From an optimization exercise on the open Yosys and OpenROAD flow, aimed at small area, a short achievable clock period and few clock cycles; shortcuts taken in it are not production practice. The RTL was checked by simulation tests, not by an equivalence proof against the original design.

==> flow/design.v <==
package mips_defs;
    typedef enum logic [2:0] {
        MD_NONE  = 3'd0,
        MD_MULT  = 3'd1,
        MD_MULTU = 3'd2,
        MD_DIV   = 3'd3,
        MD_DIVU  = 3'd4,
        MD_MTHI  = 3'd5,
        MD_MTLO  = 3'd6
    } md_op_e;
    typedef enum logic {
        MD_IDLE = 1'b0,
        MD_RUN  = 1'b1
    } md_state_e;
endpackage
module md_clz32 (
    input  logic [31:0] x,
    output logic [5:0]  n
);
    logic [7:0]  z4;             
    logic [1:0]  c4 [8];
    logic [3:0]  z8;
    logic [2:0]  c8 [4];
    logic [1:0]  z16;
    logic [3:0]  c16 [2];
    logic [4:0]  c32;
    for (genvar j = 0; j < 8; j++) begin : g_nib
        logic [3:0] v;
        assign v     = x[4*j +: 4];
        assign z4[j] = ~|v;
        assign c4[j] = v[3] ? 2'd0 : v[2] ? 2'd1 : v[1] ? 2'd2 : 2'd3;
    end
    for (genvar j = 0; j < 4; j++) begin : g_byte
        assign z8[j] = z4[2*j+1] & z4[2*j];
        assign c8[j] = z4[2*j+1] ? {1'b1, c4[2*j]} : {1'b0, c4[2*j+1]};
    end
    for (genvar j = 0; j < 2; j++) begin : g_half
        assign z16[j] = z8[2*j+1] & z8[2*j];
        assign c16[j] = z8[2*j+1] ? {1'b1, c8[2*j]} : {1'b0, c8[2*j+1]};
    end
    assign c32 = z16[1] ? {1'b1, c16[0]} : {1'b0, c16[1]};
    assign n   = (z16[1] & z16[0]) ? 6'd32 : {1'b0, c32};
endmodule
module md_div4 (
    input  logic [31:0] r_in,
    input  logic [31:0] q_in,
    input  logic [31:0] dx,
    input  logic        cin,
    output logic [31:0] r_out,
    output logic [31:0] q_out
);
    always_comb begin
        logic [31:0] r, q;
        logic [33:0] t;
        r = r_in;
        q = q_in;
        for (int i = 0; i < 4; i++) begin
            t = {r, q[31], 1'b1} + {1'b1, dx, cin};
            if (!t[33]) r = t[32:1];
            else        r = {r[30:0], q[31]};
            q = {q[30:0], !t[33]};
        end
        r_out = r;
        q_out = q;
    end
endmodule
module md_mac8 (
    input  logic [32:0] x,
    input  logic [8:0]  y,
    input  logic [63:0] acc,
    output logic [63:0] o
);
    function automatic logic [83:0] csa(input logic [41:0] p, input logic [41:0] q, input logic [41:0] r);
        logic [41:0] s, c;
        s   = p ^ q ^ r;
        c   = (p & q) | (p & r) | (q & r);
        csa = {c[40:0], 1'b0, s};
    endfunction
    logic [41:0] rw [6];
    logic [83:0] t0, t1, t2, t3;
    logic [41:0] sm;
    logic [22:0] top, topx, topy;
    logic        inc, dec;
    always_comb begin
        logic [41:0] negs;
        negs = '0;
        for (int i = 0; i < 4; i++) begin
            logic yl, ym, yh, one, two;
            logic [33:0] m, pp;
            yl = y[2*i]; ym = y[2*i+1]; yh = y[2*i+2];
            one = ym ^ yl;
            two = (yh & ~ym & ~yl) | (~yh & ym & yl);
            m  = one ? {x[32], x} : (two ? {x, 1'b0} : 34'd0);
            pp = yh ? ~m : m;
            rw[i+1] = 42'({~pp[33], pp[32:0]}) << (2*i);
            negs[2*i] = yh;
        end
        rw[0] = {1'b0, acc[32:0], 8'd0} | negs;
        rw[5] = 42'd0 - (42'd1 << 33) - (42'd1 << 35) - (42'd1 << 37) - (42'd1 << 39);
    end
    assign t0 = csa(rw[0], rw[1], rw[2]);
    assign t1 = csa(rw[3], rw[4], rw[5]);
    assign t2 = csa(t0[41:0], t0[83:42], t1[41:0]);
    assign t3 = csa(t2[41:0], t2[83:42], t1[83:42]);
    assign sm = t3[41:0] + t3[83:42];
    assign inc  = sm[41] & ~sm[40];
    assign dec  = sm[41] & sm[40];
    assign top  = acc[55:33];
    assign topx = top ^ {23{dec}};
    assign topy = topx + 23'(inc | dec);
    assign o    = {topy ^ {23{dec}}, sm[40:0]};
endmodule
module md_unit
#(
    parameter int MULT_CYCLES = 5,
    parameter int DIV_CYCLES  = 10
) (
    input  logic        clk,
    input  logic        reset,
    input  logic        start,
    input  logic        cancel,
    input  logic [2:0]  op,
    input  logic [31:0] a,
    input  logic [31:0] b,
    output logic        busy,
    output logic [31:0] hi,
    output logic [31:0] lo
);
    logic [31:0] ra;             
    logic [31:0] rb;             
    logic        first;          
    logic        fix;            
    logic        isdiv;
    logic        sg;             
    logic        an;             
    logic [2:0]  cnt;            
    logic [2:0]  na, nb;         
    logic [5:0]  lza, lzb;       
    logic accept, mul_op, div_op, sg_op;
    assign accept = start && !cancel && !busy;
    assign mul_op = (op == 3'd1) || (op == 3'd2);
    assign div_op = (op == 3'd3) || (op == 3'd4);
    assign sg_op  = (op == 3'd1) || (op == 3'd3);
    function automatic logic [2:0] nchunks(input logic [31:0] x, input logic s);
        logic f1, f2, f3;
        f1 = !(|x[31:7])  | (s & (&x[31:7]));
        f2 = !(|x[31:15]) | (s & (&x[31:15]));
        f3 = !(|x[31:23]) | (s & (&x[31:23]));
        if (f1)                nchunks = 3'd1;
        else if (f2)           nchunks = 3'd2;
        else if (f3)           nchunks = 3'd3;
        else if (s | !x[31])   nchunks = 3'd4;
        else                   nchunks = 3'd5;
    endfunction
    logic [2:0] na_i, nb_i;
    logic [5:0] lza_i, lzb_i;
    assign na_i = nchunks(b, sg_op);
    assign nb_i = nchunks(a, sg_op);
    logic [5:0] lsa, lsb;
    md_clz32 u_lza (.x(a ^ {32{a[31]}}), .n(lsa));
    md_clz32 u_lzb (.x(b ^ {32{b[31]}}), .n(lsb));
    assign lza_i = (sg_op | !a[31]) ? lsa : 6'd0;
    assign lzb_i = (sg_op | !b[31]) ? lsb : 6'd0;
    logic       swap;            
    logic [2:0] nm;              
    assign swap = na < nb;
    assign nm   = swap ? na : nb;
    logic        a_neg, b_neg;
    assign a_neg = sg & rb[31];
    assign b_neg = sg & ra[31];
    logic signed [7:0] need;         
    logic       dquick;              
    logic [3:0] dnib;                
    assign need   = 8'(lzb) - 8'(lza) + 8'(a_neg) + 8'd1;
    assign dquick = need <= 8'sd0;
    assign dnib   = (need > 8'sd28) ? 4'd8 : 4'((need + 8'sd3) >>> 2);
    logic [31:0] a_mag;
    assign a_mag = a_neg ? -rb : rb;
    logic [31:0] sh_in;
    logic [2:0]  sh;
    logic [63:0] sh_out;
    assign sh_in  = isdiv ? a_mag : (swap ? ra : rb);
    assign sh     = isdiv ? 3'(4'd8 - dnib) : {2'(3'd4 - nm), 1'b0};
    assign sh_out = {32'd0, sh_in} << {sh, 2'b00};
    logic [31:0] xm;             
    logic [31:0] ycur;           
    logic        n5;             
    logic [8:0]  ych;
    logic [63:0] acc_in, acc_out;
    assign n5     = first & (nm == 3'd5);
    assign xm     = (first & swap) ? rb : ra;
    assign ycur   = first ? (n5 ? (swap ? ra : rb) : sh_out[31:0]) : rb;
    assign ych    = n5 ? 9'b000000010 : ycur[31:23];
    assign acc_in = first ? 64'd0 : {hi, lo};
    md_mac8 u_mac (.x({sg & xm[31], xm}), .y(ych), .acc(acc_in), .o(acc_out));
    logic [31:0] dr_in, dq_in, dr_out, dq_out;
    assign dr_in = first ? sh_out[63:32] : hi;
    assign dq_in = first ? sh_out[31:0]  : rb;
    md_div4 u_div (.r_in(dr_in), .q_in(dq_in), .dx(b_neg ? ra : ~ra), .cin(!b_neg),
                   .r_out(dr_out), .q_out(dq_out));
    logic        dfix;           
    logic        dlast;          
    assign dfix  = (first ? a_neg : an) | b_neg;
    assign dlast = first ? (dnib == 4'd1) : (cnt == 3'd0);
    logic [31:0] hi_neg, lo_neg;
    assign hi_neg = an ? -hi : hi;
    assign lo_neg = (an ^ b_neg) ? -lo : lo;
    always_ff @(posedge clk) begin
        if (reset) begin
            busy <= 1'b0;
            hi   <= '0;
            lo   <= '0;
        end else if (!busy) begin
            if (accept) begin
                if (op == 3'd5) hi <= a;
                if (op == 3'd6) lo <= a;
                if (mul_op || (div_op && b != 32'd0)) busy <= 1'b1;
            end
        end else if (!isdiv) begin
            {hi, lo} <= acc_out;
            if (first ? (nm == 3'd1) : (cnt == 3'd0)) busy <= 1'b0;
        end else if (fix) begin
            hi   <= hi_neg;
            lo   <= lo_neg;
            busy <= 1'b0;
        end else if (first && dquick) begin
            hi   <= rb;
            lo   <= '0;
            busy <= 1'b0;
        end else begin
            hi <= dr_out;
            lo <= dq_out;
            if (dlast && !dfix) busy <= 1'b0;
        end
    end
    always_ff @(posedge clk) begin
        if (!busy) begin
            ra    <= b;
            rb    <= a;
            first <= 1'b1;
            fix   <= 1'b0;
            isdiv <= div_op;
            sg    <= sg_op;
            na    <= na_i;
            nb    <= nb_i;
            lza   <= lza_i;
            lzb   <= lzb_i;
        end else begin
            first <= 1'b0;
            if (!isdiv) begin
                ra  <= xm;
                rb  <= n5 ? ycur : {ycur[23:0], 8'd0};
                cnt <= first ? (n5 ? 3'd3 : 3'(nm - 3'd2)) : 3'(cnt - 3'd1);
            end else begin
                if (first) begin
                    an  <= a_neg;
                    cnt <= 3'(dnib - 4'd2);
                end else begin
                    cnt <= cnt - 3'd1;
                end
                if (dlast) fix <= 1'b1;
                rb <= dq_out;
            end
        end
    end
endmodule
==> flow/flow/run.sh <==
#!/bin/bash
# The standard layout, with the resizer's repair_timing asked for a large setup margin so
# that it shortens the register-to-register paths well below the clock period.
set -euo pipefail
bash standard.sh SETUP_SLACK_MARGIN=78 finish > standard_flow.log 2>&1
==> flow/standard.sh <==
#!/bin/bash
# synth_recipe.tcl (not shown) runs the flow's synth.tcl, then flattens the netlist and writes it again
# the make line also repeats each setting of config.mk as NAME=value (left out here)
make -C /OpenROAD-flow-scripts/flow DESIGN_CONFIG=/design/flow/config.mk WORK_HOME=/design/flow/orfs CLKGATE_MAP_FILE= SYNTH_SCRIPT=/design/flow/synth_recipe.tcl "${@:-finish}"
==> flow/config.mk <==
export PLATFORM = sky130hd
export DESIGN_NAME = md_unit
export DESIGN_NICKNAME = md_unit
export VERILOG_FILES = /design/flow/design.v
export SDC_FILE = /design/flow/constraint.sdc
export NUM_CORES = 4
export LEC_CHECK = 0
export CAP_MARGIN = 20
export CORE_MARGIN = 2
export CORE_UTILIZATION = 40
export SLEW_MARGIN = 20
==> flow/constraint.sdc <==
create_clock -name core_clock -period 100.0 [get_ports {clk}]
set_input_delay 20.0000 -clock core_clock [delete_from_list [all_inputs] [get_ports {clk}]]
set_output_delay 20.0000 -clock core_clock [all_outputs]
set_load 0.01 [all_outputs]
==> run summary, run 1 <==
RSZ-0062 raised after global routing true; first-pass GRT wire length 233000 um; Slew Viols, Final 0; CTS tree done; worst rel slew slack 19.9%; drt via density 6.65; GPL Wtd Cong 1.10; dominant cells by area after synthesis ha_1 (9.1%), a21oi_1 (6.6%), dfxtp_1 (6.2%); GRT Total Usage 37.8%; cells on worst reg2reg path 78; Crit path arrival time 22.46 ns; clk latency of the worst-skew pair 0.47 ns; Sink Count 155; cell chosen for the clock root clkbuf_16; count leader, synth a21oi_1; status timing/DRC/antenna clean; vias in the first global route 34.5k; Die Y 287 um; EDFF count, synth 56; r2r setup slk 78.96 ns; initial core utilization 40.6%; Tcrit/Tclk final 22.0%; max_cap viols 0; area of the die 0.0827 mm2; layout cells sized above 1 7.84%; final hold violations 0; worst-path maximum fanout 5; Iteration-0 DRC Markers 5258; Avg WL per Cell 29.0 um; DRT Pass-1 Iters 8; reg2reg start sg; Worst Path Required 100.41 ns; area of the multi-input gates 0.0268 mm2; DRC Markers 0; Worst-path clk slew 0.07 ns; pin count of the biggest net entering global routing 74; layout filler cell count 8230; yosys warns 8; Final ANT Viol Nets 0; Post-Syn Area 0.0321 mm2; critical path endpoint category flip-flop; asr flop ratio synth 0%; Least-Margin Pin Slew 1.20 ns; Primary FF master, synth dfxtp_1; # setup viols final 0; worst hold path startpoint lo[13]; CTS max path bufs 2; Final HPWL DP 122000 um; Unique masters post-synth 102; Vias 37.1k; CTS buffer count 17; Hold EP lo[13]; cts hold-fix bufs 0; Avg Cell Area, Syn 7.11 um2; DIE WIDTH 287 um; fin nets 4902; Synthesized Nets 4922; final instance area 0.0357 mm2; register area 0.00367 mm2; Fin Setup TNS 0 ns; num ports 136; final setup skew 0.0125 ns; initial antenna violation count 16; dominant cell type by area after synthesis ha_1; Rows 103; Seq cells post-synth 155; Synth top area share 9.15%; hold path cells 2; total congestion overflow 0; post-synthesis sequential area ratio 11.4%; WS Path Type in -> reg; htree depth 4; Tmin final 22.04 ns; synth cell count leaders a21oi_1 (426), nand2_1 (421), nor2_1 (421); core area 0.0793 mm2; Gate Count Post-Synth 4521; RR Endpoint hi[10]; final WL 161000 um; port buffer count 135; critical path launch point type input port; placed cell area 0.0345 mm2; FMAX 0.0454 GHz; synthesis-to-layout area growth 11.2%; Hold Path Class reg -> reg
-- cell families after synthesis --
kind of cell,count (synthesis),synth area share [%]
flops,155,11.4
xor+xnor,437,12.0
compound gates,1461,29.1
buf+inv,563,6.61
simple gates,1405,20.2
fa+ha+maj,331,15.1
mux,169,5.58
-- worst max path at each step --
stage	to	from	slack (ns)
detailed placement	hi[7]	op[2]	76.18
finish	hi[24]	op[2]	77.96
global route	hi[10]	sg	77.88
CTS	hi[7]	op[2]	77.81
global placement	hi[7]	cancel	76.13
floorplan	lzb[2]	b[23]	78.02
-- cell type report --
type                       instances  share of cell area [%]
clock buffer                      18                    1.20
clock inverter                    14                   0.445
inverter                         269                    2.85
multi-input combinational       3807                    75.1
timing repair inverter             1                  0.0140
sequential                       155                    10.3
timing repair buffer             250                    6.41
tap                             1050                    3.68
antenna                            9                  0.0630
-- critical path, stage by stage --
cell and delay, ns:
clkdlybuf4s50_1 0.51, and3b_2 0.24, a31oi_4 0.19, or2_4 0.35, buf_4 0.15, nor3_4 0.28
nand2_1 0.20, a2111oi_0 0.40, a211o_1 0.14
-- state kept, by name, summed over array words and instances, names as in the netlist --
signal  cells
cnt         3
ra         32
lza         6
first       1
sg          1
fix         1
nb          3
isdiv       1
lzb         6
busy        1
rb         32
hi         32
an          1
lo         32
na          3
-- cells in the final DEF, fill, tap and decap left out, types with 56 or more instances in the layout --
master,instances
dfxtp_1,97
a31oi_1,69
nor2_1,409
a21o_1,105
inv_1,262
xnor2_1,225
o21ai_0,260
clkdlybuf4s50_1,86
o22ai_1,151
a21oi_1,424
nor3_1,141
ha_1,235
edfxtp_1,56
fa_1,95
buf_4,108
mux2i_1,100
xor2_1,207
nand3_1,83
nand2_1,415
-- metrics by stage --
step | worst slack [ns] | utilization [%] | std cells | hold slack [ns]
after floorplan | 78.02 | - | 4521 | 0.508
after global placement | 76.13 | 43.5 | 5506 | 0.545
after detailed placement | 76.18 | 43.6 | 5507 | 0.547
after CTS | 77.81 | 44.7 | 5554 | 0.560
after global routing | 77.88 | 45.1 | 5566 | 0.602
final | 77.96 | 45.1 | 5573 | 0.561
-- timing repair --
item                       CTS  global route
cloned                       5             3
pin swaps                   13            26
resized for setup           81            78
setup endpoints to repair   80            47
setup buffers               10             7
-- layer usage --
metal | vias to the layer above | part of all wire [%] | track usage (%)
met2 | 2517 | 42 | 57.1
met5 | - | 0.050 | 0
met3 | 729 | 12 | 10.9
li1 | 16300 | - | -
met1 | 17500 | 37 | 45.9
met4 | 12 | 8.9 | 26.9
Testbench counts, summed over its fixed seeds: cycles 69,983.
==> inputs of run 2 (changes only) <==
--- a/flow/config.mk
+++ b/flow/config.mk
@@ -5,6 +5,7 @@
 export SDC_FILE = /design/flow/constraint.sdc
 export NUM_CORES = 4
 export LEC_CHECK = 0
+export ABC_AREA = 1
 export CAP_MARGIN = 20
 export CORE_MARGIN = 2
 export CORE_UTILIZATION = 40
==> run summary, run 2 <==
htree depth 4 (unchanged); placed cell area 0.0346 mm2 (about the same); Tmin final 21.88 ns (-0.163 ns); CTS buffer count 17 (unchanged); setup slack after layout 78.12 ns (+0.163 ns); final instance area 0.0354 mm2 (-0.97%); synth cell count leaders nand2_1 (1244), inv_1 (697), o21ai_0 (633); RSZ-0062 raised after global routing false; worst-path maximum fanout 4 (-1); vias in the first global route 34.5k (-0.058%); dominant cells by area after synthesis nand2_1 (14%), o21ai_0 (9.8%), ha_1 (9.1%); status timing/DRC/antenna clean; Tcrit/Tclk final 21.9% (-0.16 points); Final ANT Viol Nets 0 (unchanged); final setup skew 0.0232 ns (+0.0107 ns); Seq cells post-synth 155 (unchanged); core area 0.0802 mm2 (+1.1%); Unique masters post-synth 67 (-34%); Sink Count 155 (unchanged); Avg WL per Cell 24.4 um (-16%); CTS tree done; layout cells sized above 1 4.47% (-3.4 points); count leader, synth nand2_1; post-synthesis sequential area ratio 11.4% (-0.033 points); # setup viols final 0 (unchanged); DRC Markers 0 (unchanged); pin count of the biggest net entering global routing 109 (+47%); Synth top area share 14.5% (+5.3 points); cell chosen for the clock root clkbuf_16; Crit path largest cell delay 0.54 ns (+0.03 ns); synthesis-to-layout area growth 9.76%; layout filler cell count 8847 (+7.5%); CTS max path bufs 2 (unchanged); Slew Viols, Final 0 (unchanged); Least-Margin Pin Slew 1.17 ns (-0.0293 ns); fin nets 5740 (+17%); max_cap viols 0 (unchanged); Hold Path Class reg -> reg; Fin Setup TNS 0 ns (unchanged); Crit path arrival time 22.25 ns (-0.21 ns); Vias 37.8k (+2.1%); critical path endpoint category flip-flop; CP max stage cell or4_1; WS Path Type in -> reg; worst rel slew slack 21.0% (+1.1 points); commonest non-fill, non-tap cells in the layout nand2_1 (1241), inv_1 (693), o21ai_0 (625); crit-path cells clkdlybuf4s50_1, or4_1, nor4_1, nand2_1, o41a_1, o21ai_0, a221oi_1; Gate Count Post-Synth 5329 (+18%); num ports 136 (unchanged); crit path buf inv count 1 (-1); total congestion overflow 0 (unchanged); dpl ws 77.28 ns (+1.10 ns); Synth Area in Compound Gates 23.6% (-5.5 points); Primary FF master, synth dfxtp_1; final WL 156000 um (-3.1%); dominant cell type by area after synthesis nand2_1; asr flop ratio synth 0% (unchanged); adder-cell share of the synthesized area 15.0% (-0.079 points); DRT Pass-1 Iters 8 (unchanged); initial core utilization 40.2% (-0.34 points); drt via density 5.90 (-11%); clk latency of the worst-skew pair 0.52 ns (+0.05 ns); GPL Wtd Cong 1.06 (-3.8%); Worst Path Required 100.37 ns (-0.04 ns); yosys warns 8 (unchanged); FMAX 0.0457 GHz (+0.74%); Iteration-0 DRC Markers 4951 (-5.8%); EDFF count, synth 56 (unchanged); initial antenna violation count 10 (-6); Avg Cell Area, Syn 6.05 um2 (-15%); Rows 104 (+0.97%); Final HPWL DP 123000 um (+0.72%); mux contribution to synthesized area 0.124% (-5.5 points); DIE WIDTH 288 um (+0.14%); Synthesized Nets 5730 (+16%); r2r setup slk 79.21 ns (+0.25 ns); XOR/XNOR Fraction of Synth Area 11.0% (-1.1 points); port buffer count 135 (unchanged); Simple-Gate Fraction of Synth Area 27.7% (+7.5 points); critical path launch point type input port; largest family of logic cells by synthesized area simple AND/OR/NAND/NOR gates; Top delay family on crit path simple AND/OR/NAND/NOR gates; Post-Syn Area 0.0322 mm2 (+0.29%); most common cell after layout, fill and taps aside nand2_1; area of the die 0.0829 mm2 (+0.29%); final hold violations 0 (unchanged); Die Y 288 um (+0.14%); GRT Total Usage 36.8% (-0.95 points); Worst-path clk slew 0.07 ns (about the same); first-pass GRT wire length 227000 um (-2.6%)
==> run 2: cell types whose count changed after synthesis, sizes merged, moves of 59 or more <==
cell and change:
a21o -89, a21oi -66, clkbuf -98, inv +438
mux2 -59, mux2i -105, nand2 +849, nand3 +213
nor3 -103, o21ai +427, o22ai -124, xnor2 -123
xor2 +90
==> run 2: kinds of logic after synthesis <==
kind of cell,count (synthesis)
compound gates,1356
xor+xnor,404
fa+ha+maj,330
buf+inv,935
flops,155
mux,4
simple gates,2145
==> run 2: layout make-up <==
class	instances	area, um2	share of cell area [%]
repair buffers	216	2050	5.81
clock buffers	23	500	1.41
well taps	1060	1330	3.75
multi-input cells	4239	25100	70.8
diodes	4	10.0	0.0283
inverters	708	2670	7.54
flip-flops and latches	155	3670	10.4
clock inverters	9	85.1	0.240
repair inverters	2	12.5	0.0354
==> run 2: timing repair <==
| action | in CTS | in global routing |
|---|---|---|
| resized for setup | 5 | 20 |
| endpoints found under the setup margin | 11 | 45 |
| pin swaps | 2 | 3 |
| hold buffers | 0 | 0 |
| setup buffers | 1 | 8 |
| gates cloned | 1 | 2 |
==> run 2: layer usage <==
layer	part of all wire [%]	track usage, %
met1	39	46.3
met2	42	55.3
met3	10	7.69
met4	8.7	27.6
met5	0.035	0
==> run 2: worst register-to-register path: cells and delay by family (launching register included) <==
| family | cells | cell delay [ns] |
|---|---|---|
| buffers and inverters | 15 | 2.65 |
| AO/OA/AOI/OAI | 37 | 8.33 |
| adder cells (fa/ha/maj) | 8 | 2.58 |
| AND/OR/NAND/NOR | 50 | 6.65 |
| flip-flops | 1 | 0.46 |
==> run 2: metrics by stage <==
step / hold slack [ns] / std cells / util [%]
2_1_floorplan: 0.541 / 5329 / -
3_3_place_gp: 0.564 / 6367 / 43.1
3_5_place_dp: 0.569 / 6367 / 43.1
4_1_cts: 0.584 / 6401 / 43.9
5_1_grt: 0.612 / 6415 / 44.1
6_report: 0.595 / 6416 / 44.1
==> run 2: worst paths after layout <==
check        cells past startpoint     end    from
max                              7    busy   b[14]
min                              2  lo[31]  lo[31]
min reg2reg                      2  lo[31]  lo[31]
max reg2reg                    110   hi[1]  lza[0]
==> inputs of run 3 (changes only) <==
--- a/flow/config.mk
+++ b/flow/config.mk
@@ -8,5 +8,5 @@
 export ABC_AREA = 1
 export CAP_MARGIN = 20
 export CORE_MARGIN = 2
-export CORE_UTILIZATION = 40
+export CORE_UTILIZATION = 52
 export SLEW_MARGIN = 20
==> run summary, run 3 <==
# setup viols final 0 (unchanged); worst setup path startpoint op[1]; yosys warns 8 (unchanged); Sink Count 155 (unchanged); count leader, synth nand2_1; Worst-path clk slew 0.07 ns (about the same); Final ANT Viol Nets 0 (unchanged); clk latency of the worst-skew pair 0.52 ns (about the same); Worst path depth 9 (+2); port buffer count 135 (unchanged); Tcrit/Tclk final 21.9% (about the same); Gate Count Post-Synth 5329 (unchanged); r2r setup slk 79.52 ns (+0.31 ns); Final HPWL DP 118000 um (-4.0%); dominant cells by area after synthesis nand2_1 (14%), o21ai_0 (9.8%), ha_1 (9.1%); vias in the first global route 34.5k (+0.038%); Avg Cell Area, Syn 6.05 um2 (unchanged); critical path launch point type input port; pin count of the biggest net entering global routing 70 (-36%); htree depth 4 (unchanged); Hold Path Class reg -> reg; dominant cell type by area after synthesis nand2_1; Crit path arrival time 22.26 ns (about the same); total congestion overflow 0 (unchanged); cells on worst reg2reg path 114 (+3.6%); EDFF count, synth 56 (unchanged); DRT Pass-1 Iters 9 (+1); first-pass GRT wire length 217000 um (-4.4%); Iteration-0 DRC Markers 5153 (+4.1%); Avg WL per Cell 24.2 um (-0.71%); Slew Viols, Final 0 (unchanged); post-synthesis sequential area ratio 11.4% (unchanged); crit path buf inv count 4 (+3); status timing/DRC/antenna clean; Fin Setup TNS 0 ns (unchanged); DRC Markers 0 (unchanged); final WL 149000 um (-5.0%); area of the die 0.0640 mm2 (-23%); worst rel slew slack 17.0% (-4.1 points); final instance area 0.0350 mm2 (-1.2%); layout cells sized above 1 4.54% (+0.078 points); crit-path cells clkdlybuf4s50_1, nor2_1, inv_1, o21ai_0, o211ai_1, buf_4, clkinvlp_4, o21ai_0, a21oi_2; initial core utilization 52.4% (+12 points); CTS tree done; DIE WIDTH 253 um (-12%); synthesis-to-layout area growth 8.46%; worst-path maximum fanout 34 (+30); Least-Margin Pin Slew 1.23 ns (+0.0602 ns); WS Path Type in -> reg; Unique masters post-synth 67 (unchanged); crit-path most repeated cell o21ai_0; layout filler cell count 6444 (-27%); num ports 136 (unchanged); cts hold-fix bufs 0 (unchanged); # diodes 0 (-4); cell chosen for the clock root clkbuf_16; Crit path largest cell delay 0.52 ns (-0.02 ns); GRT Total Usage 45.7% (+8.8 points); GPL Wtd Cong 1.09 (+2.4%); Synthesized Nets 5730 (unchanged); commonest non-fill, non-tap cells in the layout nand2_1 (1240), inv_1 (694), o21ai_0 (629); Die Y 253 um (-12%); max_cap viols 0 (unchanged); initial antenna violation count 0 (-10); drt via density 6.15 (+4.3%); Worst Setup EP hi[26]; Synth top area share 14.5% (unchanged); Seq cells post-synth 155 (unchanged); placed cell area 0.0342 mm2 (-0.96%); Worst Path Required 100.37 ns (about the same); CTS buffer count 17 (unchanged); fin nets 5736 (-0.070%); reg2reg start lzb[0]; asr flop ratio synth 0% (unchanged); RSZ-0062 raised after global routing true; RR Endpoint hi[1]; FMAX 0.0457 GHz (about the same); Vias 37.8k (-0.23%); CP max stage cell clkdlybuf4s50_1; final hold violations 0 (unchanged); Top delay family on crit path buffers and inverters; most common cell after layout, fill and taps aside nand2_1; critical path endpoint category flip-flop; core area 0.0615 mm2 (-23%); Primary FF master, synth dfxtp_1; Tmin final 21.89 ns (+0.00780 ns); Post-Syn Area 0.0322 mm2 (unchanged); synth cell count leaders nand2_1 (1244), inv_1 (697), o21ai_0 (633); Rows 91 (-13%); CTS max path bufs 2 (unchanged); final setup skew 0.0284 ns (+0.00518 ns)
==> run 3: cell counts after synthesis <==
No cell type changed its count.
==> run 3: worst register-to-register path, delay by kind of cell, from the launching register on <==
kind / cells / cell delay [ns]
compound gates: 38 / 7.89
simple gates: 50 / 6.45
flops: 1 / 0.37
fa+ha+maj: 8 / 2.43
buf+inv: 18 / 3.22
==> run 3: how the worst min path moves through the flow <==
stage | startpoint | end | slack, ns | cells past startpoint
3_5_place_dp | hi[17] | hi[17] | 0.59 | 2
2_1_floorplan | busy | cnt[0] | 0.54 | 0
5_1_grt | cnt[0] | cnt[0] | 0.62 | 1
4_1_cts | hi[12] | hi[12] | 0.60 | 2
3_3_place_gp | hi[1] | hi[1] | 0.58 | 2
6_report | cnt[0] | cnt[0] | 0.61 | 1
==> run 3: timing repair <==
| action | CTS | global route |
|---|---|---|
| pin swaps | 0 | 1 |
| endpoints found under the setup margin | 5 | 45 |
| gates cloned | 0 | 1 |
| buffers inserted | 0 | 4 |
| resized for setup | 3 | 28 |
==> run 3: metrics by stage <==
step	std cells	setup WS [ns]	hold slack [ns]	utilization (%)
finish	6138	78.11	0.606	56.9
global route	6138	77.98	0.616	56.9
CTS	6132	78.01	0.602	56.6
detailed placement	6100	77.30	0.591	55.7
global placement	6100	77.34	0.580	55.7
floorplan	5329	78.01	0.541	-
==> run 3: per-layer routing <==
metal  wire [um]  vias to the layer above  GRT usage (%)
li1            -                    17700              -
met1       55500                    17300           55.4
met2       60700                     2249           67.4
met3       16700                      534           11.3
met4       15700                        0           39.6
met5           0                        -              0
==> run 3: cell families (layout without fill, tap and decap cells) <==
logic type	after synthesis	in the layout	share of synthesized area [%]
XOR/XNOR	404	404	11.0
adder cells (fa/ha/maj)	330	330	15.0
flip-flops	155	155	11.4
multiplexers	4	4	0.124
AO/OA/AOI/OAI	1356	1356	23.6
buffers and inverters	935	954	11.2
AND/OR/NAND/NOR	2145	2145	27.7
==> run 3: cell type report <==
type,instances,area [um2],area share (%)
Tap cell,790,988,2.83
Timing Repair Buffer,213,1960,5.62
Sequential cell,155,3670,10.5
Clock inverter,15,149,0.426
Multi-Input combinational cell,4239,25100,71.8
Inverter,708,2660,7.62
Timing Repair inverter,1,7.51,0.0215
Clock buffer,17,425,1.22
==> inputs of run 4 (changes only) <==
--- a/flow/design.v
+++ b/flow/design.v
@@ -179,23 +179,33 @@
     logic [31:0] sh_in;
     logic [2:0]  sh;
     logic [63:0] sh_out;
-    assign sh_in  = isdiv ? a_mag : (swap ? ra : rb);
-    assign sh     = isdiv ? 3'(4'd8 - dnib) : {2'(3'd4 - nm), 1'b0};
+    assign sh_in  = a_mag;
+    assign sh     = 3'(4'd8 - dnib);
     assign sh_out = {32'd0, sh_in} << {sh, 2'b00};
     logic [31:0] xm;             
-    logic [31:0] ycur;           
-    logic        n5;             
-    logic [8:0]  ych;
+    logic [31:0] ym;             
+    logic [2:0]  mj;             
+    logic [39:0] ye;
+    logic [8:0]  ych;            
     logic [63:0] acc_in, acc_out;
-    assign n5     = first & (nm == 3'd5);
     assign xm     = (first & swap) ? rb : ra;
-    assign ycur   = first ? (n5 ? (swap ? ra : rb) : sh_out[31:0]) : rb;
-    assign ych    = n5 ? 9'b000000010 : ycur[31:23];
+    assign ym     = (first & swap) ? ra : rb;
+    assign mj     = first ? 3'(nm - 3'd1) : cnt;
+    assign ye     = {{8{sg & ym[31]}}, ym};
+    always_comb begin
+        case (mj)
+            3'd0:    ych = {ye[7:0], 1'b0};
+            3'd1:    ych = ye[15:7];
+            3'd2:    ych = ye[23:15];
+            3'd3:    ych = ye[31:23];
+            default: ych = ye[39:31];
+        endcase
+    end
     assign acc_in = first ? 64'd0 : {hi, lo};
     md_mac8 u_mac (.x({sg & xm[31], xm}), .y(ych), .acc(acc_in), .o(acc_out));
     logic [31:0] dr_in, dq_in, dr_out, dq_out;
     assign dr_in = first ? sh_out[63:32] : hi;
-    assign dq_in = first ? sh_out[31:0]  : rb;
+    assign dq_in = first ? sh_out[31:0]  : lo;
     md_div4 u_div (.r_in(dr_in), .q_in(dq_in), .dx(b_neg ? ra : ~ra), .cin(!b_neg),
                    .r_out(dr_out), .q_out(dq_out));
     logic        dfix;           
@@ -218,7 +228,7 @@
             end
         end else if (!isdiv) begin
             {hi, lo} <= acc_out;
-            if (first ? (nm == 3'd1) : (cnt == 3'd0)) busy <= 1'b0;
+            if (mj == 3'd0) busy <= 1'b0;
         end else if (fix) begin
             hi   <= hi_neg;
             lo   <= lo_neg;
@@ -249,8 +259,8 @@
             first <= 1'b0;
             if (!isdiv) begin
                 ra  <= xm;
-                rb  <= n5 ? ycur : {ycur[23:0], 8'd0};
-                cnt <= first ? (n5 ? 3'd3 : 3'(nm - 3'd2)) : 3'(cnt - 3'd1);
+                rb  <= ym;
+                cnt <= mj - 3'd1;
             end else begin
                 if (first) begin
                     an  <= a_neg;
@@ -259,7 +269,6 @@
                     cnt <= cnt - 3'd1;
                 end
                 if (dlast) fix <= 1'b1;
-                rb <= dq_out;
             end
         end
     end
--- a/flow/config.mk
+++ b/flow/config.mk
@@ -8,5 +8,5 @@
 export ABC_AREA = 1
 export CAP_MARGIN = 20
 export CORE_MARGIN = 2
-export CORE_UTILIZATION = 52
+export CORE_UTILIZATION = 40
 export SLEW_MARGIN = 20
==> run summary, run 4 <==
DIE WIDTH 285 um (+13%); num ports 136 (unchanged); count leader, synth nand2_1; # setup viols final 0 (unchanged); Crit path arrival time 22.12 ns (-0.14 ns); Avg WL per Cell 23.8 um (-1.9%); Primary FF master, synth edfxtp_1; CTS tree done; Worst Path Required 100.23 ns (-0.14 ns); hold path cells 2 (+1); pin count of the biggest net entering global routing 71 (+1.4%); area of the die 0.0810 mm2 (+27%); crit-path cells clkdlybuf4s50_1, xnor2_1, inv_1, nor2_1, nand2_1, inv_1, nand3_1, nor3_4, o21ai_0, nor2_1, a21oi_1, nor2_1, o21ai_0, a21oi_1, nor3_1; Hold Path Class reg -> reg; Avg Cell Area, Syn 6.16 um2 (+1.8%); final setup skew 0.0150 ns (-0.0133 ns); synthesis-to-layout area growth 10.3%; max_cap viols 0 (unchanged); worst rel slew slack 29.3% (+12 points); cts hold-fix bufs 0 (unchanged); EDFF count, synth 88 (+57%); CTS buffer count 17 (unchanged); Die Y 285 um (+13%); critical path launch point type input port; most common cell after layout, fill and taps aside nand2_1; mux contribution to synthesized area 0.0953% (-0.029 points); clk latency of the worst-skew pair 0.49 ns (-0.03 ns); GRT Total Usage 35.5% (-10 points); yosys warns 8 (unchanged); adder-cell share of the synthesized area 15.6% (+0.54 points); core area 0.0777 mm2 (+26%); DRT Pass-1 Iters 8 (-1); Worst-path clk slew 0.07 ns (about the same); initial antenna violation count 1 (+1); asr flop ratio synth 0% (unchanged); # diodes 0 (unchanged); Synth Area in Compound Gates 23.1% (-0.53 points); initial core utilization 40.5% (-12 points); XOR/XNOR Fraction of Synth Area 10.6% (-0.33 points); total congestion overflow 0 (unchanged); Rows 102 (+12%); first-pass GRT wire length 216000 um (-0.57%); synth cell count leaders nand2_1 (1156), inv_1 (708), o21ai_0 (638); final hold violations 0 (unchanged); Final ANT Viol Nets 0 (unchanged); layout filler cell count 8417 (+31%); post-synthesis sequential area ratio 12.6% (+1.3 points); Gate Count Post-Synth 5117 (-4.0%); Hold Worst Slack 0.600 ns (-0.00660 ns); htree depth 4 (unchanged); GPL Wtd Cong 1.03 (-5.0%); Vias 36.0k (-4.5%); fin nets 5564 (-3.0%); Worst path depth 15 (+6); Iteration-0 DRC Markers 3799 (-26%); Seq cells post-synth 155 (unchanged); RSZ-0062 raised after global routing false; Tcrit/Tclk final 21.9% (about the same); FMAX 0.0457 GHz (about the same); commonest non-fill, non-tap cells in the layout nand2_1 (1152), inv_1 (703), o21ai_0 (632); Fin Setup TNS 0 ns (unchanged); dominant cell type by area after synthesis nand2_1; critical path endpoint category flip-flop; cell chosen for the clock root clkbuf_16; DRC Markers 0 (unchanged); dominant cells by area after synthesis nand2_1 (14%), o21ai_0 (10%), ha_1 (9.5%); port buffer count 135 (unchanged); Simple-Gate Fraction of Synth Area 26.8% (-0.95 points); CP max stage cell clkdlybuf4s50_1; Crit path largest cell delay 0.55 ns (+0.03 ns); Synthesized Nets 5523 (-3.6%); layout cells sized above 1 4.53% (-0.019 points); Final HPWL DP 121000 um (+2.0%); largest family of logic cells by synthesized area simple AND/OR/NAND/NOR gates; Tmin final 21.89 ns (-0.000400 ns); WS Path Type in -> reg; CTS max path bufs 2 (unchanged); Unique masters post-synth 63 (-6.0%); Post-Syn Area 0.0315 mm2 (-2.3%); Least-Margin Pin Slew 1.05 ns (-0.183 ns); status timing/DRC/antenna clean; vias in the first global route 33.6k (-2.5%); drt via density 5.80 (-5.6%); crit-path most repeated cell nor2_1; Top delay family on crit path simple AND/OR/NAND/NOR gates; final WL 148000 um (-0.71%); cells on worst reg2reg path 91 (-20%); Synth top area share 13.8% (-0.71 points); Slew Viols, Final 0 (unchanged); worst-path maximum fanout 4 (-88%); crit path buf inv count 3 (-1); Sink Count 155 (unchanged)
==> run 4: changes by cell type after synthesis, sizes merged, moves of 21 or more <==
cell    before   now
xor2       298   275
dfxtp       99    67
nor2       431   391
edfxtp      56    88
clkbuf     162   135
a31oi       56    81
nand3      298   277
o22ai       29    55
a21oi      360   339
o211ai      79    26
nand2     1270  1178
==> run 4: path summary, 6_finish.rpt <==
kind,start,to,slack (ns)
max reg2reg,lza[0],hi[17],79.17
min reg2reg,lo[31],lo[31],0.60
min,lo[31],lo[31],0.60
max,a[14],lza[1],78.11
==> run 4: worst reg2reg max path: cells and delay by family, from the launching register on <==
family	cells	cell delay, ns
adder cells (fa/ha/maj)	8	2.80
AO/OA/AOI/OAI	35	7.85
AND/OR/NAND/NOR	35	6.04
XOR/XNOR	1	0.25
buffers and inverters	12	3.24
flip-flops	1	0.55
==> run 4: metal layers <==
layer | GRT usage [%] | share of wire (%)
met5 | 0 | 0.0088
met4 | 27.1 | 9.0
met3 | 5.75 | 8.4
met2 | 55.8 | 43
met1 | 43.5 | 39
==> run 4: repair_timing <==
action,4_1_cts,5_1_grt
resized for setup,5,35
gates cloned,1,1
endpoints found under the setup margin,38,47
pin swaps,2,5
hold endpoints to repair,0,0
setup buffers,6,5
==> run 4: cells by family after synthesis <==
group	after synthesis
muxes	3
and+or+nand+nor	2005
adders and majority gates	335
xor gates and xnor gates	383
buffers and inverters	915
AOI/OAI and AO/OA	1321
DFF	155
==> run 4: layout make-up <==
type                    instances  area (um2)  area share, %
well taps                    1040        1300           3.74
clock inverters                14         136          0.392
clock buffers                  18         429           1.23
repair buffers                219        2050           5.89
inverters                     716        2700           7.76
multi-input cells            4047       24200           69.5
flip-flops and latches        155        3990           11.5
repair inverters                2        15.0         0.0432
==> run 4: metrics by stage <==
stage                     std cells  util [%]  area [um2]  setup WS [ns]
final                          6211      44.7       34800          78.11
after global routing           6211      44.7       34800          77.99
after CTS                      6205      44.5       34600          77.99
after detailed placement       6166      43.7       34000          77.16
after global placement         6165      43.6       33900          77.16
after floorplan                5117         -       31500          77.95
Testbench counts of run 4, summed over its fixed seeds: cycles 69,983.
==> inputs of run 5 (changes only) <==
==> flow/flow/run.sh (replaced) <==
#!/bin/bash
# The standard layout, with the resizer's repair_timing asked for a large setup margin so
# that it shortens the register-to-register paths well below the clock period.
set -euo pipefail
bash standard.sh SETUP_SLACK_MARGIN=79 finish > standard_flow.log 2>&1
==> run summary, run 5 <==
critical path endpoint category flip-flop; Worst Path Required 100.23 ns (about the same); status timing/DRC/antenna clean; core area 0.0777 mm2 (unchanged); worst rel slew slack 25.9% (-3.4 points); Hold Path Class reg -> reg; Crit path arrival time 21.57 ns (-0.55 ns); synthesis-to-layout area growth 16.8%; Synth top area share 13.8% (unchanged); Primary FF master, synth edfxtp_1; clk latency of the worst-skew pair 0.50 ns (about the same); Final ANT Viol Nets 0 (unchanged); num ports 136 (unchanged); FMAX 0.0469 GHz (+2.6%); drt via density 5.79 (-0.31%); Post-Syn Area 0.0315 mm2 (unchanged); fin nets 5702 (+2.5%); htree depth 4 (unchanged); CTS max path bufs 2 (unchanged); pin count of the biggest net entering global routing 70 (-1.4%); Seq cells post-synth 155 (unchanged); most common cell after layout, fill and taps aside nand2_1; dominant cell type by area after synthesis nand2_1; critical path launch point type input port; EDFF count, synth 88 (unchanged); initial core utilization 40.5% (unchanged); Worst-path clk slew 0.07 ns (about the same); Final HPWL DP 120000 um (-0.35%); initial antenna violation count 1 (unchanged); DRC Markers 0 (unchanged); worst-path maximum fanout 5 (+1); CTS tree done; Synthesized Nets 5523 (unchanged); final WL 151000 um (+2.0%); cts hold-fix bufs 0 (unchanged); post-synthesis sequential area ratio 12.6% (unchanged); GPL Wtd Cong 1.03 (-0.76%); final hold violations 0 (unchanged); RSZ-0062 raised after global routing true; yosys warns 8 (unchanged); GRT Total Usage 36.4% (+0.87 points); Iteration-0 DRC Markers 4009 (+5.5%); count leader, synth nand2_1; area of the die 0.0810 mm2 (unchanged); Avg Cell Area, Syn 6.16 um2 (unchanged); DIE WIDTH 285 um (unchanged); placed cell area 0.0340 mm2 (+0.17%); final instance area 0.0368 mm2 (+5.9%); vias in the first global route 34.8k (+3.3%); cell chosen for the clock root clkbuf_16; max_cap viols 0 (unchanged); Tcrit/Tclk final 21.3% (-0.54 points); final setup skew 0.0212 ns (+0.00614 ns); asr flop ratio synth 0% (unchanged); Unique masters post-synth 63 (unchanged); synth cell count leaders nand2_1 (1156), inv_1 (708), o21ai_0 (638); Sink Count 155 (unchanged); total congestion overflow 0 (unchanged); Gate Count Post-Synth 5117 (unchanged); Die Y 285 um (unchanged); Rows 102 (unchanged); Avg WL per Cell 23.7 um (-0.22%); # setup viols final 0 (unchanged); WS Path Type in -> reg; port buffer count 135 (unchanged); Vias 36.7k (+1.9%); Fin Setup TNS 0 ns (unchanged); Least-Margin Pin Slew 1.10 ns (+0.0548 ns); layout filler cell count 8278 (-1.7%); commonest non-fill, non-tap cells in the layout nand2_1 (1147), inv_1 (686), o21ai_0 (618); dominant cells by area after synthesis nand2_1 (14%), o21ai_0 (10%), ha_1 (9.5%); DRT Pass-1 Iters 6 (-2); layout cells sized above 1 12.6% (+8.1 points); Slew Viols, Final 0 (unchanged); Tmin final 21.34 ns (-0.544 ns); first-pass GRT wire length 222000 um (+2.7%); CTS buffer count 17 (unchanged)
[run 5: path summary, 6_finish.rpt]
path,startpoint,end,slack (ns),cells after the start
worst max-delay path,a[9],lza[1],78.66,10
worst min-delay path,hi[31],hi[31],0.57,2
worst max register to register,lza[0],hi[10],80.34,91
worst min register to register,hi[31],hi[31],0.57,2
[run 5: area by class of cell]
cell class / count / area [um2] / share of cell area (%)
antenna: 1 / 2.50 / 0.00680
clock buffer: 17 / 425 / 1.16
clock inverter: 15 / 176 / 0.479
inverter: 716 / 2720 / 7.38
multi-input combinational: 4047 / 24900 / 67.6
sequential: 155 / 4200 / 11.4
tap: 1040 / 1300 / 3.53
timing repair buffer: 358 / 3100 / 8.42
timing repair inverter: 1 / 7.51 / 0.0204
[run 5: routing by layer]
metal	track usage [%]	share of wire, %
met1	44.3	38
met2	57.8	44
met3	5.06	8.4
met4	28.4	9.3
met5	0	0.0086
[run 5: critical path, stage by stage]
cell	delay (ns)
dlygate4sd2_1	0.45
xor2_1	0.21
nor3_4	0.24
o21ai_1	0.09
nor2_1	0.11
a21oi_1	0.05
nor2_1	0.11
o21ai_1	0.08
a21oi_1	0.17
nor3_1	0.06
[run 5: through the flow]
| step | setup WS, ns | util (%) | instances | hold slack (ns) |
|---|---|---|---|---|
| floorplan | 78.19 | - | 5117 | 0.554 |
| global placement | 77.18 | 43.8 | 6166 | 0.556 |
| detailed placement | 77.11 | 43.8 | 6166 | 0.560 |
| CTS | 78.76 | 46.7 | 6331 | 0.563 |
| global route | 78.60 | 47.4 | 6349 | 0.587 |
| finish | 78.66 | 47.4 | 6350 | 0.567 |
[run 5: cells by family after synthesis]
| group | share of synthesized area [%] |
|---|---|
| compound gates | 23.1 |
| xor+xnor | 10.6 |
| fa+ha+maj | 15.6 |
| buf+inv | 11.2 |
| flops | 12.6 |
| mux | 0.0953 |
| simple gates | 26.8 |
[run 5: timing repair]
item / in CTS / in global routing
setup endpoints to repair: 155 / 64
pin swaps: 71 / 42
cloned: 7 / 2
endpoints found under the hold margin: 0 / 0
buffers inserted: 126 / 16
resized for setup: 775 / 106
==> inputs of run 6 (changes only) <==
==> flow/flow/run.sh (replaced) <==
#!/bin/bash
# The standard layout, with the resizer's repair_timing asked for a large setup margin so
# that it shortens the register-to-register paths well below the clock period.
set -euo pipefail
bash standard.sh SETUP_SLACK_MARGIN=78.5 finish > standard_flow.log 2>&1
==> run summary, run 6 <==
post-synthesis sequential area ratio 12.6% (unchanged); GPL Wtd Cong 1.04 (+1.2%); initial core utilization 40.5% (unchanged); worst hold path startpoint hi[31]; total congestion overflow 0 (unchanged); r2r setup slk 79.72 ns (-0.62 ns); yosys warns 8 (unchanged); asr flop ratio synth 0% (unchanged); Tcrit/Tclk final 21.5% (+0.14 points); Top delay family on crit path buffers and inverters; Synth top area share 13.8% (unchanged); WS Path Type reg -> out; CP max stage cell clkdlybuf4s50_1; GR Util met2 56.5% (-1.3 points); Crit path arrival time 1.48 ns (-20.09 ns); Worst Path Required 80.00 ns (-20.23 ns); hold path cells 2 (unchanged); Tmin final 21.48 ns (+0.137 ns); max_cap viols 0 (unchanged); Primary FF master, synth edfxtp_1; Die Y 285 um (unchanged); RR Endpoint hi[17]; reg2reg start lza[0]; cells on worst reg2reg path 87 (-4.4%); cts hold-fix bufs 0 (unchanged); CTS tree done; Slew Viols, Final 0 (unchanged); DRT Pass-1 Iters 6 (unchanged); Avg Cell Area, Syn 6.16 um2 (unchanged); num ports 136 (unchanged); Iteration-0 DRC Markers 3764 (-6.1%); port buffer count 135 (unchanged); FMAX 0.0466 GHz (-0.64%); synthesis-to-layout area growth 12.4%; Final HPWL DP 122000 um (+1.6%); cell chosen for the clock root clkbuf_16; count leader, synth nand2_1; Hold EP hi[31]; dominant cell type by area after synthesis nand2_1; layout filler cell count 8377 (+1.2%); Worst-path clk slew 0.07 ns (about the same); htree depth 4 (unchanged); fin nets 5583 (-2.1%); # setup viols final 0 (unchanged); Post-Syn Area 0.0315 mm2 (unchanged); Hold Path Class reg -> reg; Unique masters post-synth 63 (unchanged); vias in the first global route 33.9k (-2.4%); Avg WL per Cell 24.0 um (+1.2%); commonest non-fill, non-tap cells in the layout nand2_1 (1147), inv_1 (696), o21ai_0 (628); crit path buf inv count 1 (unchanged); Hold Worst Slack 0.579 ns (+0.0123 ns); Seq cells post-synth 155 (unchanged); status timing/DRC/antenna clean; EDFF count, synth 88 (unchanged); Vias 36.1k (-1.6%); layout cells sized above 1 7.17% (-5.4 points); drt via density 5.80 (+0.16%); global route hottest layer met2; dpl ws 77.17 ns (+0.0654 ns); Rows 102 (unchanged); met1 Use GR 43.3% (-0.95 points); area of the die 0.0810 mm2 (unchanged); GR Layer Usage met3 5.32% (+0.26 points); first-pass GRT wire length 219000 um (-1.4%); GRT Total Usage 36.0% (-0.35 points); worst rel slew slack 24.8% (-1.2 points); final setup skew 0.0105 ns (-0.0107 ns); final WL 150000 um (-0.64%); Fin Setup TNS 0 ns (unchanged); setup slack after layout 78.52 ns (-0.137 ns); critical path launch point type flip-flop; core area 0.0777 mm2 (unchanged); Least-Margin Pin Slew 1.12 ns (+0.0124 ns); CTS buffer count 17 (unchanged); worst-path maximum fanout 5 (unchanged); DIE WIDTH 285 um (unchanged); final hold violations 0 (unchanged); clk latency of the worst-skew pair 0.49 ns (about the same); register area 0.00405 mm2 (-3.6%); synth cell count leaders nand2_1 (1156), inv_1 (708), o21ai_0 (638); pin count of the biggest net entering global routing 76 (+8.6%); Synthesized Nets 5523 (unchanged); Sink Count 155 (unchanged); critical path endpoint category output port; Final ANT Viol Nets 0 (unchanged); Crit path largest cell delay 0.57 ns (+0.12 ns); worst setup path startpoint hi[26]; dominant cells by area after synthesis nand2_1 (14%), o21ai_0 (10%), ha_1 (9.5%); area of the multi-input gates 0.0245 mm2 (-1.6%); DRC Markers 0 (unchanged); most common cell after layout, fill and taps aside nand2_1; Gate Count Post-Synth 5117 (unchanged); initial antenna violation count 4 (+3); CTS max path bufs 2 (unchanged); crit-path cells clkdlybuf4s50_1; RSZ-0062 raised after global routing true
## run 6: cell counts after synthesis
No cell type changed its count.
## run 6: layer usage
metal,vias to the layer above,part of all wire [%]
li1,17100,-
met1,16900,39
met4,0,9.7
met5,-,0
met2,1672,44
met3,413,7.6
## run 6: kinds of logic after synthesis
family	Yosys count	share of synthesized area (%)
compound gates	1321	23.1
xor+xnor	383	10.6
fa+ha+maj	335	15.6
buf+inv	915	11.2
flops	155	12.6
mux	3	0.0953
simple gates	2005	26.8
## run 6: cell type report
cell class | count | area share (%)
Antenna cell | 5 | 0.0353
Clock buffer | 20 | 1.32
Clock inverter | 12 | 0.357
Inverter | 716 | 7.62
Multi-Input combinational cell | 4047 | 69.2
Sequential cell | 155 | 11.4
Tap cell | 1040 | 3.67
Timing Repair Buffer | 239 | 6.38
Timing Repair inverter | 1 | 0.0212
## run 6: worst reg2reg max path: cells and delay by family (launching register included)
kind | cells | cell delay [ns]
AOI/OAI and AO/OA | 35 | 8.43
xor gates and xnor gates | 2 | 0.54
adders and majority gates | 8 | 2.83
buffers and inverters | 13 | 2.71
DFF | 1 | 0.55
and+or+nand+nor | 29 | 5.21
## run 6: timing repair
item                       CTS  global route
gates cloned                 1             3
buffers inserted            14            19
setup endpoints to repair  134            91
pin swaps                   10            34
gates resized for setup    126           157
## run 6: worst max path at each step
stage / slack [ns] / depth (start not counted) / endpoint
2_1_floorplan: 78.19 / 13 / lza[1]
5_1_grt: 78.43 / 13 / lza[1]
6_report: 78.52 / 1 / hi[26]
4_1_cts: 78.50 / 1 / hi[29]
3_3_place_gp: 77.24 / 8 / hi[11]
3_5_place_dp: 77.17 / 8 / hi[29]
## run 6: stage by stage
stage / area, um2 / utilization (%) / instances
after floorplan: 31700 / - / 5117
after global placement: 33900 / 43.7 / 6161
after detailed placement: 33900 / 43.7 / 6161
after CTS: 34800 / 44.8 / 6208
after global routing: 35400 / 45.6 / 6230
final: 35400 / 45.6 / 6235
==> inputs of run 7 (changes only) <==
--- a/flow/design.v
+++ b/flow/design.v
@@ -134,8 +134,6 @@
     logic        sg;             
     logic        an;             
     logic [2:0]  cnt;            
-    logic [2:0]  na, nb;         
-    logic [5:0]  lza, lzb;       
     logic accept, mul_op, div_op, sg_op;
     assign accept = start && !cancel && !busy;
     assign mul_op = (op == 3'd1) || (op == 3'd2);
@@ -152,15 +150,15 @@
         else if (s | !x[31])   nchunks = 3'd4;
         else                   nchunks = 3'd5;
     endfunction
-    logic [2:0] na_i, nb_i;
-    logic [5:0] lza_i, lzb_i;
-    assign na_i = nchunks(b, sg_op);
-    assign nb_i = nchunks(a, sg_op);
+    logic [2:0] na, nb;          
+    logic [5:0] lza, lzb;        
+    assign na = nchunks(ra, sg);
+    assign nb = nchunks(rb, sg);
     logic [5:0] lsa, lsb;
-    md_clz32 u_lza (.x(a ^ {32{a[31]}}), .n(lsa));
-    md_clz32 u_lzb (.x(b ^ {32{b[31]}}), .n(lsb));
-    assign lza_i = (sg_op | !a[31]) ? lsa : 6'd0;
-    assign lzb_i = (sg_op | !b[31]) ? lsb : 6'd0;
+    md_clz32 u_lza (.x(rb ^ {32{rb[31]}}), .n(lsa));
+    md_clz32 u_lzb (.x(ra ^ {32{ra[31]}}), .n(lsb));
+    assign lza = (sg | !rb[31]) ? lsa : 6'd0;
+    assign lzb = (sg | !ra[31]) ? lsb : 6'd0;
     logic       swap;            
     logic [2:0] nm;              
     assign swap = na < nb;
@@ -251,10 +249,6 @@
             fix   <= 1'b0;
             isdiv <= div_op;
             sg    <= sg_op;
-            na    <= na_i;
-            nb    <= nb_i;
-            lza   <= lza_i;
-            lzb   <= lzb_i;
         end else begin
             first <= 1'b0;
             if (!isdiv) begin
==> flow/flow/run.sh (replaced) <==
#!/bin/bash
# The standard layout, with the resizer's repair_timing asked for a large setup margin so
# that it shortens the register-to-register paths well below the clock period.
set -euo pipefail
bash standard.sh SETUP_SLACK_MARGIN=79 finish > standard_flow.log 2>&1
==> run summary, run 7 <==
layout filler cell count 8422 (+0.54%); cell chosen for the clock root clkbuf_16; Least-Margin Pin Slew 1.17 ns (+0.0535 ns); Tmin final 21.04 ns (-0.437 ns); Hold Worst Slack 0.541 ns (-0.0380 ns); yosys warns 8 (unchanged); Slew Viols, Final 0 (unchanged); initial core utilization 40.4% (-0.12 points); WS Path Type reg -> out; asr flop ratio synth 0% (unchanged); XOR/XNOR Fraction of Synth Area 10.4% (-0.25 points); Iteration-0 DRC Markers 5086 (+35%); Final ANT Viol Nets 0 (unchanged); Gate Count Post-Synth 5167 (+0.98%); dpl ws 77.56 ns (+0.389 ns); GPL Wtd Cong 1.09 (+5.1%); clk latency of the worst-skew pair 0.48 ns (about the same); synthesis-to-layout area growth 12.3%; Worst Path Required 80.00 ns (about the same); area of the die 0.0805 mm2 (-0.62%); Simple-Gate Fraction of Synth Area 28.5% (+1.8 points); Worst path depth 1 (unchanged); Tcrit/Tclk final 21.0% (-0.44 points); drt via density 5.96 (+2.9%); port buffer count 135 (unchanged); synth cell count leaders nand2_1 (1260), inv_1 (693), o21ai_0 (591); Hold Path Class reg -> reg; Rows 102 (unchanged); DRT Pass-1 Iters 12 (+6); DIE WIDTH 284 um (-0.31%); CP max stage cell dfxtp_4; dominant cells by area after synthesis nand2_1 (15%), ha_1 (9.5%), o21ai_0 (9.4%); EDFF count, synth 70 (-20%); most common cell after layout, fill and taps aside nand2_1; Top delay family on crit path flip-flops; pin count of the biggest net entering global routing 120 (+58%); final setup skew 0.0264 ns (+0.0159 ns); total congestion overflow 0 (unchanged); dominant cell type by area after synthesis nand2_1; first-pass GRT wire length 226000 um (+3.5%); Synthesized Nets 5572 (+0.89%); mux contribution to synthesized area 0.0959% (+0.00061 points); final hold violations 0 (unchanged); crit-path cells buf_6; fin nets 5644 (+1.1%); Fin Setup TNS 0 ns (unchanged); critical path launch point type flip-flop; core area 0.0775 mm2 (-0.33%); post-synthesis sequential area ratio 11.0% (-1.6 points); Unique masters post-synth 69 (+9.5%); Avg Cell Area, Syn 6.06 um2 (-1.6%); num ports 136 (unchanged); Die Y 284 um (-0.31%); cts hold-fix bufs 0 (unchanged); count leader, synth nand2_1; Primary FF master, synth edfxtp_1; GRT Total Usage 37.2% (+1.2 points); cells on worst reg2reg path 117 (+34%); max_cap viols 0 (unchanged); Final HPWL DP 123000 um (+0.80%); hold path cells 2 (unchanged); status timing/DRC/antenna clean; htree depth 4 (unchanged); RSZ-0062 raised after global routing true; FMAX 0.0475 GHz (+2.1%); adder-cell share of the synthesized area 15.6% (+0.059 points); commonest non-fill, non-tap cells in the layout nand2_1 (1254), inv_1 (686), o21ai_0 (555); vias in the first global route 34.8k (+2.6%); Crit path arrival time 1.04 ns (-0.44 ns); CTS buffer count 17 (unchanged); Synth top area share 15.1% (+1.3 points); Worst-path clk slew 0.08 ns (about the same); largest family of logic cells by synthesized area simple AND/OR/NAND/NOR gates; Post-Syn Area 0.0313 mm2 (-0.63%); DRC Markers 0 (unchanged); Synth Area in Compound Gates 22.7% (-0.38 points); worst-path maximum fanout 4 (-1); Vias 37.6k (+4.0%); Avg WL per Cell 24.7 um (+2.8%); CTS max path bufs 2 (unchanged); initial antenna violation count 10 (+6); final WL 155000 um (+3.8%); critical path endpoint category output port; setup slack after layout 78.96 ns (+0.437 ns); layout cells sized above 1 9.46% (+2.3 points); worst rel slew slack 21.2% (-3.6 points); CTS tree done; Seq cells post-synth 137 (-12%); Crit path largest cell delay 0.44 ns (-0.13 ns); crit path buf inv count 1 (unchanged); # setup viols final 0 (unchanged); Sink Count 137 (-12%)
[run 7: cell type report]
type / count / area [um2] / area share, %
antenna: 6 / 15.0 / 0.0427
timing repair buffer: 276 / 2300 / 6.54
clock inverter: 15 / 185 / 0.527
multi-input combinational: 4097 / 24600 / 69.9
timing repair inverter: 1 / 7.51 / 0.0214
clock buffer: 17 / 425 / 1.21
tap: 1040 / 1300 / 3.70
sequential: 137 / 3670 / 10.4
inverter: 709 / 2680 / 7.62
[run 7: logic make-up (layout without fill, tap and decap cells)]
| group | after synthesis | after routing |
|---|---|---|
| simple gates | 2115 | 2115 |
| mux | 3 | 3 |
| fa+ha+maj | 334 | 334 |
| compound gates | 1275 | 1275 |
| buf+inv | 933 | 1018 |
| flops | 137 | 137 |
| other cells | 0 | 6 |
| xor+xnor | 370 | 370 |
[run 7: through the flow]
stage	area, um2	util [%]	cells
after floorplan	31300	-	5167
after global placement	33500	43.2	6176
after detailed placement	33500	43.2	6176
after CTS	34700	44.8	6280
after global routing	35100	45.4	6292
final	35200	45.4	6298
[run 7: final timing paths]
kind | startpoint | to | slack (ns)
max | hi[1] | hi[1] | 78.96
min | hi[3] | hi[3] | 0.54
max reg2reg | rb[31] | hi[3] | 80.36
min reg2reg | hi[3] | hi[3] | 0.54
[run 7: repair_timing]
action / CTS / global route
resized for setup: 493 / 113
cloned: 3 / 2
hold endpoints to repair: 0 / 0
pin swaps: 17 / 18
setup endpoints to repair: 130 / 77
setup buffers: 69 / 8
[run 7: metal layers]
metal / share of wire, % / GRT usage, %
met4: 8.4 / 25.8
met1: 40 / 48.4
met2: 41 / 55.4
met5: 0.079 / 0.595
met3: 11 / 7.10
Testbench counts of run 7, summed over its fixed seeds: cycles 69,983.
==> inputs of run 8 (changes only) <==
==> flow/flow/run.sh (replaced) <==
#!/bin/bash
# The standard layout, with the resizer's repair_timing asked for a large setup margin so
# that it shortens the register-to-register paths well below the clock period.
set -euo pipefail
bash standard.sh SETUP_SLACK_MARGIN=79.5 finish > standard_flow.log 2>&1
==> run summary, run 8 <==
Hold Path Class reg -> reg; layout cells sized above 1 12.1% (+2.6 points); Worst-path clk slew 0.07 ns (about the same); synth cell count leaders nand2_1 (1260), inv_1 (693), o21ai_0 (591); post-synthesis sequential area ratio 11.0% (unchanged); Iteration-0 DRC Markers 4534 (-11%); final WL 156000 um (+0.66%); CP max stage cell o21ai_4; most common cell after layout, fill and taps aside nand2_1; num ports 136 (unchanged); GPL Wtd Cong 1.07 (-2.1%); CTS buffer count 17 (unchanged); XOR/XNOR Fraction of Synth Area 10.4% (unchanged); Post-Syn Area 0.0313 mm2 (unchanged); worst-path maximum fanout 2 (-2); Avg WL per Cell 24.8 um (+0.39%); initial antenna violation count 2 (-8); GRT Total Usage 37.6% (+0.32 points); status timing/DRC/antenna clean; final cell utilization of the core 46.8% (+1.4 points); CTS max path bufs 2 (unchanged); Tcrit/Tclk final 21.0% (-0.033 points); asr flop ratio synth 0% (unchanged); worst hold path startpoint hi[26]; critical path launch point type input port; Sink Count 137 (unchanged); DIE WIDTH 284 um (unchanged); EDFF count, synth 70 (unchanged); Unique masters post-synth 69 (unchanged); synthesis-to-layout area growth 15.7%; cell chosen for the clock root clkbuf_16; reg2reg start rb[31]; Synth top area share 15.1% (unchanged); WS Path Type in -> reg; worst setup path startpoint b[8]; first-pass GRT wire length 227000 um (+0.41%); clk latency of the worst-skew pair 0.48 ns (about the same); Top delay family on crit path simple AND/OR/NAND/NOR gates; Tmin final 21.01 ns (-0.0328 ns); port buffer count 135 (unchanged); setup slack after layout 78.99 ns (+0.0328 ns); initial core utilization 40.4% (unchanged); htree depth 4 (unchanged); Worst Path Required 100.32 ns (+20.32 ns); Synth Area in Compound Gates 22.7% (unchanged); Vias 37.1k (-1.2%); Final ANT Viol Nets 0 (unchanged); Slew Viols, Final 0 (unchanged); area of the die 0.0805 mm2 (unchanged); # setup viols final 0 (unchanged); vias in the first global route 35.0k (+0.57%); Seq cells post-synth 137 (unchanged); dominant cells by area after synthesis nand2_1 (15%), ha_1 (9.5%), o21ai_0 (9.4%); Crit path arrival time 21.33 ns (+20.29 ns); critical path endpoint category flip-flop; largest family of logic cells by synthesized area simple AND/OR/NAND/NOR gates; Die Y 284 um (unchanged); placed cell area 0.0335 mm2 (+0.17%); final instance area 0.0362 mm2 (+3.0%); dpl ws 77.50 ns (-0.0659 ns); final setup skew 0.0202 ns (-0.00619 ns); dominant cell type by area after synthesis nand2_1
==> run 8: cell counts after synthesis <==
Identical to the previous run, type by type.
==> run 8: final cells by class <==
cell class                 instances  area, um2
clock buffer                      20        457
multi-input combinational       4101      25200
antenna                            5       12.5
sequential                       137       3660
clock inverter                    11        110
fill                            8414      41200
inverter                         709       2710
timing repair buffer             284       2650
timing repair inverter             8        130
tap                             1040       1300
==> run 8: worst paths after layout <==
path              slack, ns  cells past startpoint      to
setup reg to reg      80.43                    118   hi[9]
hold reg to reg        0.65                      3  hi[26]
hold / removal         0.65                      3  hi[26]
setup / recovery      78.99                      7    busy
==> run 8: timing repair <==
action,CTS,global route
hold buffers,0,0
gates cloned,12,4
pin swaps,31,27
gates resized for setup,798,116
setup buffers,82,7
setup endpoints to repair,177,131
==> run 8: layer usage <==
layer,part of all wire [%],GRT usage [%]
met1,39,47.2
met2,43,58.9
met3,9.3,6.88
met5,0.0077,0
met4,8.0,24.3
==> run 8: logic make-up (layout without fill, tap and decap cells) <==
kind of cell,count (synthesis),in the layout
adder cells (fa/ha/maj),334,334
buffers and inverters,933,1032
XOR/XNOR,370,370
other,0,5
flip-flops,137,137
multiplexers,3,3
AO/OA/AOI/OAI,1275,1275
AND/OR/NAND/NOR,2115,2119
==> run 8: worst register-to-register path: cells and delay by family (launching register included) <==
kind            cells  cell delay, ns
buf+inv            21            3.13
flops               1            0.39
xor+xnor            1            0.14
fa+ha+maj           8            2.64
simple gates       66            8.34
compound gates     22            4.89
==> run 8: stage by stage <==
step	std cells
6_report	6315
5_1_grt	6310
4_1_cts	6299
3_5_place_dp	6174
3_3_place_gp	6174
2_1_floorplan	5167

==> static timing again, ports no longer ideal <==
How much do the figures lean on ideal ports? The routed layouts below were timed once more, with nothing changed but the port constraints.
Step 1 sets driving cells, clkbuf_16 on the clock port and buf_2 on the other inputs (assumed; they add their load-dependent delay and slew).
Step 2 moves the port delays by t, midway between the first and last clock arrival at a register: inputs arrive t later, outputs are due t later. That takes back most of the time a late clock gives input paths.
a / b / c = no drivers / after step 1 / after step 2; a / b = the first two.
| run | shift t [ns] | slack for setup (ns) | hold WS [ns] | slew at the worst register clock pin (ns) | cell pins on the clock port's net |
|---|---|---|---|---|---|
| run 1 | 0.531 | 77.957 / 77.999 / 77.468 | 0.561 / 0.561 / 0.561 | 0.08 / 0.08 | 1 |
| run 2 | 0.571 | 78.120 / 78.080 / 77.591 | 0.595 / 0.595 / 0.595 | 0.08 / 0.08 | 1 |
| run 3 | 0.574 | 78.112 / 78.150 / 77.576 | 0.606 / 0.606 / 0.606 | 0.10 / 0.10 | 1 |
| run 4 | 0.558 | 78.112 / 78.109 / 77.583 | 0.600 / 0.600 / 0.600 | 0.08 / 0.08 | 1 |
| run 5 | 0.544 | 78.657 / 78.606 / 78.061 | 0.567 / 0.567 / 0.567 | 0.08 / 0.08 | 1 |
| run 6 | 0.547 | 78.520 / 78.455 / 77.954 | 0.579 / 0.579 / 0.579 | 0.08 / 0.08 | 1 |
| run 7 | 0.532 | 78.957 / 78.896 / 78.454 | 0.541 / 0.541 / 0.541 | 0.09 / 0.09 | 1 |
| run 8 | 0.533 | 78.990 / 78.977 / 78.476 | 0.654 / 0.654 / 0.654 | 0.08 / 0.08 | 1 |
After both steps every run listed still meets setup and hold. For run 5, which loses most, drivers alone change the setup slack by -0.051 ns; drivers and shift together by -0.596 ns.
